Source: an optimization exercise on an open RTL-to-GDS flow (aim: small area). Production flows keep margins and buffers that such runs may drop. In this exercise RTL edits were held to simulation tests only and were not proved equivalent to the original.

==> flow/design.v <==
`timescale 1ns/100ps
`default_nettype none
module measure_core (
  input  wire logic        gmii_tx_clk,
  input  wire logic        sys_rst,
  input  wire logic        sec_oneshot,
  input  wire logic [31:0] global_counter,
  input  wire logic [9:0]  rx_in,            
  output logic      [7:0]  gmii_txd,
  output logic             gmii_tx_en,
  output logic      [31:0] rx_pps,
  output logic      [31:0] rx_throughput,
  output logic      [31:0] rx_latency
);
  localparam logic [47:0] OWN_MAC  = 48'h003776_000101;
  localparam logic [31:0] OWN_IPV4 = {8'd10, 8'd0, 8'd21, 8'd105};
  wire       rx_valid  = rx_in[9];
  wire       rx_infr   = rx_in[8];
  wire [7:0] rx_data   = rx_in[7:0];
  wire       beat_byte = rx_valid & rx_infr;
  wire       beat_end  = rx_valid & ~rx_infr;
  logic [15:0] byte_cnt;
  logic        rx_closed;
  logic        stat_done;
  logic        arp_ok;      
  logic        magic_ok;    
  logic [47:0] rx_src_mac;
  logic [31:0] rx_ip;       
  wire       cnt_live = beat_byte & ~rx_closed;
  wire       decide   = cnt_live && (byte_cnt == 16'd51);
  logic      ok_first;    
  logic      ok_byte;     
  logic [7:0] ok_exp;
  always_comb begin
    ok_first = 1'b0;
    ok_byte  = 1'b1;
    ok_exp   = 8'h00;
    case (byte_cnt)
      16'd12: begin ok_first = 1'b1; ok_exp = 8'h08; end
      16'd13: ok_exp = 8'h06;
      16'd20: ok_exp = 8'h00;
      16'd21: ok_exp = 8'h01;
      16'd38: ok_exp = OWN_IPV4[31:24];
      16'd39: ok_exp = OWN_IPV4[23:16];
      16'd40: ok_exp = OWN_IPV4[15:8];
      16'd41: ok_exp = OWN_IPV4[7:0];
      default: ok_byte = 1'b0;
    endcase
  end
  logic      mg_byte;
  logic [7:0] mg_exp;
  always_comb begin
    mg_byte = 1'b1;
    mg_exp  = 8'h00;
    case (byte_cnt)
      16'd42: mg_exp = 8'hcc;
      16'd43: mg_exp = 8'h55;
      16'd44: mg_exp = 8'haa;
      16'd45: mg_exp = 8'h33;
      16'd46: mg_exp = 8'h0f;
      default: mg_byte = 1'b0;
    endcase
  end
  wire in_mac   = (byte_cnt >= 16'd6)  && (byte_cnt < 16'd12);
  wire in_ip    = (byte_cnt >= 16'd28) && (byte_cnt < 16'd32);
  wire in_stamp = (byte_cnt >= 16'd47) && (byte_cnt < 16'd51);
  always_ff @(posedge gmii_tx_clk) begin
    if (cnt_live) begin
      if (ok_byte) arp_ok <= (ok_first | arp_ok) & (rx_data == ok_exp);
      if (mg_byte) magic_ok <= ((byte_cnt == 16'd42) | magic_ok) & (rx_data == mg_exp);
      if (in_mac) rx_src_mac <= {rx_src_mac[39:0], rx_data};
      if (in_ip || (in_stamp && magic_ok)) rx_ip <= {rx_ip[23:0], rx_data};
    end
  end
  always_ff @(posedge gmii_tx_clk) begin
    if (beat_end) begin
    end else if (beat_byte) begin
      byte_cnt <= rx_closed ? 16'd1 : byte_cnt + 16'd1;
    end
  end
  always_ff @(posedge gmii_tx_clk) begin
    if (sys_rst) begin
      rx_closed <= 1'b1;
      stat_done <= 1'b0;
    end else begin
      stat_done <= beat_end && !rx_closed && (byte_cnt != 16'd0);
      if (beat_end)       rx_closed <= 1'b1;
      else if (beat_byte) rx_closed <= 1'b0;
    end
  end
  always_ff @(posedge gmii_tx_clk) begin
    if (sys_rst) begin
      rx_latency <= '0;
    end else if (decide && magic_ok) begin
      rx_latency <= global_counter - rx_ip;
    end
  end
  logic [31:0] pkt_acc;
  logic [31:0] byte_acc;
  always_ff @(posedge gmii_tx_clk) begin
    if (sys_rst) begin
      pkt_acc       <= '0;
      byte_acc      <= '0;
      rx_pps        <= '0;
      rx_throughput <= '0;
    end else if (sec_oneshot) begin
      rx_pps        <= pkt_acc;
      rx_throughput <= byte_acc;
      pkt_acc       <= '0;
      byte_acc      <= '0;
    end else if (stat_done) begin
      pkt_acc  <= pkt_acc + 32'd1;
      byte_acc <= byte_acc + {16'h0, byte_cnt};
    end
  end
  logic        req_valid;
  logic [1:0]  q_count;
  logic        wr_ptr;
  logic        rd_ptr;
  logic [79:0] mem0;
  logic [79:0] mem1;
  logic        pop;
  wire take = decide && arp_ok && !magic_ok && !q_count[1];
  always_ff @(posedge gmii_tx_clk) begin
    if (take && !wr_ptr) mem0 <= {rx_src_mac, rx_ip};
    if (take &&  wr_ptr) mem1 <= {rx_src_mac, rx_ip};
  end
  always_ff @(posedge gmii_tx_clk) begin
    if (sys_rst) begin
      req_valid <= 1'b0;
      q_count   <= 2'd0;
      wr_ptr    <= 1'b0;
      rd_ptr    <= 1'b0;
    end else begin
      req_valid <= take;
      if (req_valid) wr_ptr <= ~wr_ptr;
      if (pop)       rd_ptr <= ~rd_ptr;
      case ({req_valid, pop})
        2'b10:   q_count <= q_count + 2'd1;
        2'b01:   q_count <= q_count - 2'd1;
        default: q_count <= q_count;
      endcase
    end
  end
  logic [6:0]  tx_cnt;
  logic [47:0] dst_mac;
  logic [31:0] dst_ip;
  logic [31:0] crc_q;
  logic [7:0]  tx_byte;
  assign pop = ~gmii_tx_en & (q_count != 2'd0);
  function automatic logic [7:0] mac_byte(input logic [47:0] m, input logic [2:0] i);
    case (i)
      3'd0:    mac_byte = m[47:40];
      3'd1:    mac_byte = m[39:32];
      3'd2:    mac_byte = m[31:24];
      3'd3:    mac_byte = m[23:16];
      3'd4:    mac_byte = m[15:8];
      default: mac_byte = m[7:0];
    endcase
  endfunction
  always_comb begin
    case (tx_cnt)
      7'd7:  tx_byte = 8'hd5;
      7'd8, 7'd9, 7'd10, 7'd11, 7'd12, 7'd13:
             tx_byte = mac_byte(dst_mac, tx_cnt[2:0]);
      7'd14, 7'd30: tx_byte = OWN_MAC[47:40];
      7'd15, 7'd31: tx_byte = OWN_MAC[39:32];
      7'd16, 7'd32: tx_byte = OWN_MAC[31:24];
      7'd17, 7'd33: tx_byte = OWN_MAC[23:16];
      7'd18, 7'd34: tx_byte = OWN_MAC[15:8];
      7'd19, 7'd35: tx_byte = OWN_MAC[7:0];
      7'd20: tx_byte = 8'h08;
      7'd21: tx_byte = 8'h06;
      7'd22: tx_byte = 8'h00;
      7'd23: tx_byte = 8'h01;
      7'd24: tx_byte = 8'h08;
      7'd25: tx_byte = 8'h00;
      7'd26: tx_byte = 8'h06;
      7'd27: tx_byte = 8'h04;
      7'd28: tx_byte = 8'h00;
      7'd29: tx_byte = 8'h02;
      7'd36: tx_byte = OWN_IPV4[31:24];
      7'd37: tx_byte = OWN_IPV4[23:16];
      7'd38: tx_byte = OWN_IPV4[15:8];
      7'd39: tx_byte = OWN_IPV4[7:0];
      7'd40, 7'd41, 7'd42, 7'd43, 7'd44, 7'd45:
             tx_byte = mac_byte(dst_mac, tx_cnt[2:0]);
      7'd46: tx_byte = dst_ip[31:24];
      7'd47: tx_byte = dst_ip[23:16];
      7'd48: tx_byte = dst_ip[15:8];
      7'd49: tx_byte = dst_ip[7:0];
      7'd68, 7'd69, 7'd70, 7'd71: tx_byte = ~crc_q[7:0];
      default: tx_byte = (tx_cnt < 7'd7) ? 8'h55 : 8'h00;
    endcase
  end
  function automatic logic [31:0] crc_byte(input logic [31:0] c, input logic [7:0] d);
    logic [31:0] r;
    logic        fb;
    r = c;
    for (int i = 0; i < 8; i++) begin
      fb = r[0] ^ d[i];
      r  = r >> 1;
      if (fb) r = r ^ 32'hedb88320;
    end
    crc_byte = r;
  endfunction
  wire       tx_fcs  = (tx_cnt >= 7'd68);
  wire [7:0] crc_din = tx_fcs ? crc_q[7:0] : tx_byte;
  always_ff @(posedge gmii_tx_clk) begin
    if (!gmii_tx_en || tx_cnt < 7'd8) crc_q <= 32'hffffffff;
    else                              crc_q <= crc_byte(crc_q, crc_din);
  end
  always_ff @(posedge gmii_tx_clk) begin
    if (sys_rst) begin
      gmii_tx_en <= 1'b0;
      tx_cnt     <= '0;
    end else if (pop) begin
      gmii_tx_en <= 1'b1;
      tx_cnt     <= 7'd1;
    end else if (gmii_tx_en) begin
      if (tx_cnt == 7'd72) gmii_tx_en <= 1'b0;
      else                 tx_cnt <= tx_cnt + 7'd1;
    end
  end
  always_ff @(posedge gmii_tx_clk) begin
    if (pop) begin
      {dst_mac, dst_ip} <= rd_ptr ? mem1 : mem0;
      gmii_txd <= 8'h55;
    end else if (gmii_tx_en && tx_cnt != 7'd72) begin
      gmii_txd <= tx_byte;
    end else begin
      gmii_txd <= 8'h00;
    end
  end
endmodule
`default_nettype wire
Settings: LEC_CHECK=0, CAP_MARGIN=20, CORE_MARGIN=2, CORE_UTILIZATION=40, SLEW_MARGIN=20; clock period 5.0 ns.
run.sh (not shown) runs the stock make flow with config.mk's settings and CLKGATE_MAP_FILE= SYNTH_SCRIPT=/design/flow/synth_recipe.tcl, a recipe that flattens the netlist after the stock synthesis.
The first run completed with no timing, DRC or antenna violations.
==> next run, changes <==
--- a/flow/config.mk
+++ b/flow/config.mk
@@ -7,2 +7,3 @@
 export LEC_CHECK = 0
+export ABC_AREA = 1
 export CAP_MARGIN = 20
@@ -10,2 +11,3 @@
 export CORE_UTILIZATION = 40
+export CTS_BUF_LIST = sky130_fd_sc_hd__clkbuf_4
 export SLEW_MARGIN = 20
Effect: The changed run finished with timing, DRC and antenna clean. Design area climbs by 3.5%. Setup slack is better by 0.41 ns. Via count goes up by 28%.

-- static timing again, ports no longer ideal --
How much do the figures lean on ideal ports? The routed layouts below were timed once more, with nothing changed but the port constraints. Step 1 assumes that a clkbuf_16 drives the clock port and a buf_2 every other input. Step 2 times the ports against the registers' clock, not the clock port: input delays grow and output delays shrink by t, the midpoint of the rising clock arrivals with the driver on. a / b / c = ideal / step 1 / step 2; a / b = the first two.
run	t (ns)	slack for setup (ns)	hold slack, ns	worst setup path after step 2	worst register clock-pin slew, ns
the first run	0.684	0.850 / 0.850 / 0.402	0.447 / 0.447 / 0.447	input to register	0.07 / 0.07
the second run	1.000	1.257 / 1.257 / 0.651	0.431 / 0.431 / 0.431	input to register	0.08 / 0.08
After both steps setup and hold are still met in every run listed. The setup slack of the second run, which loses most, moves by 0.000 ns with the drivers and by -0.606 ns with both steps.
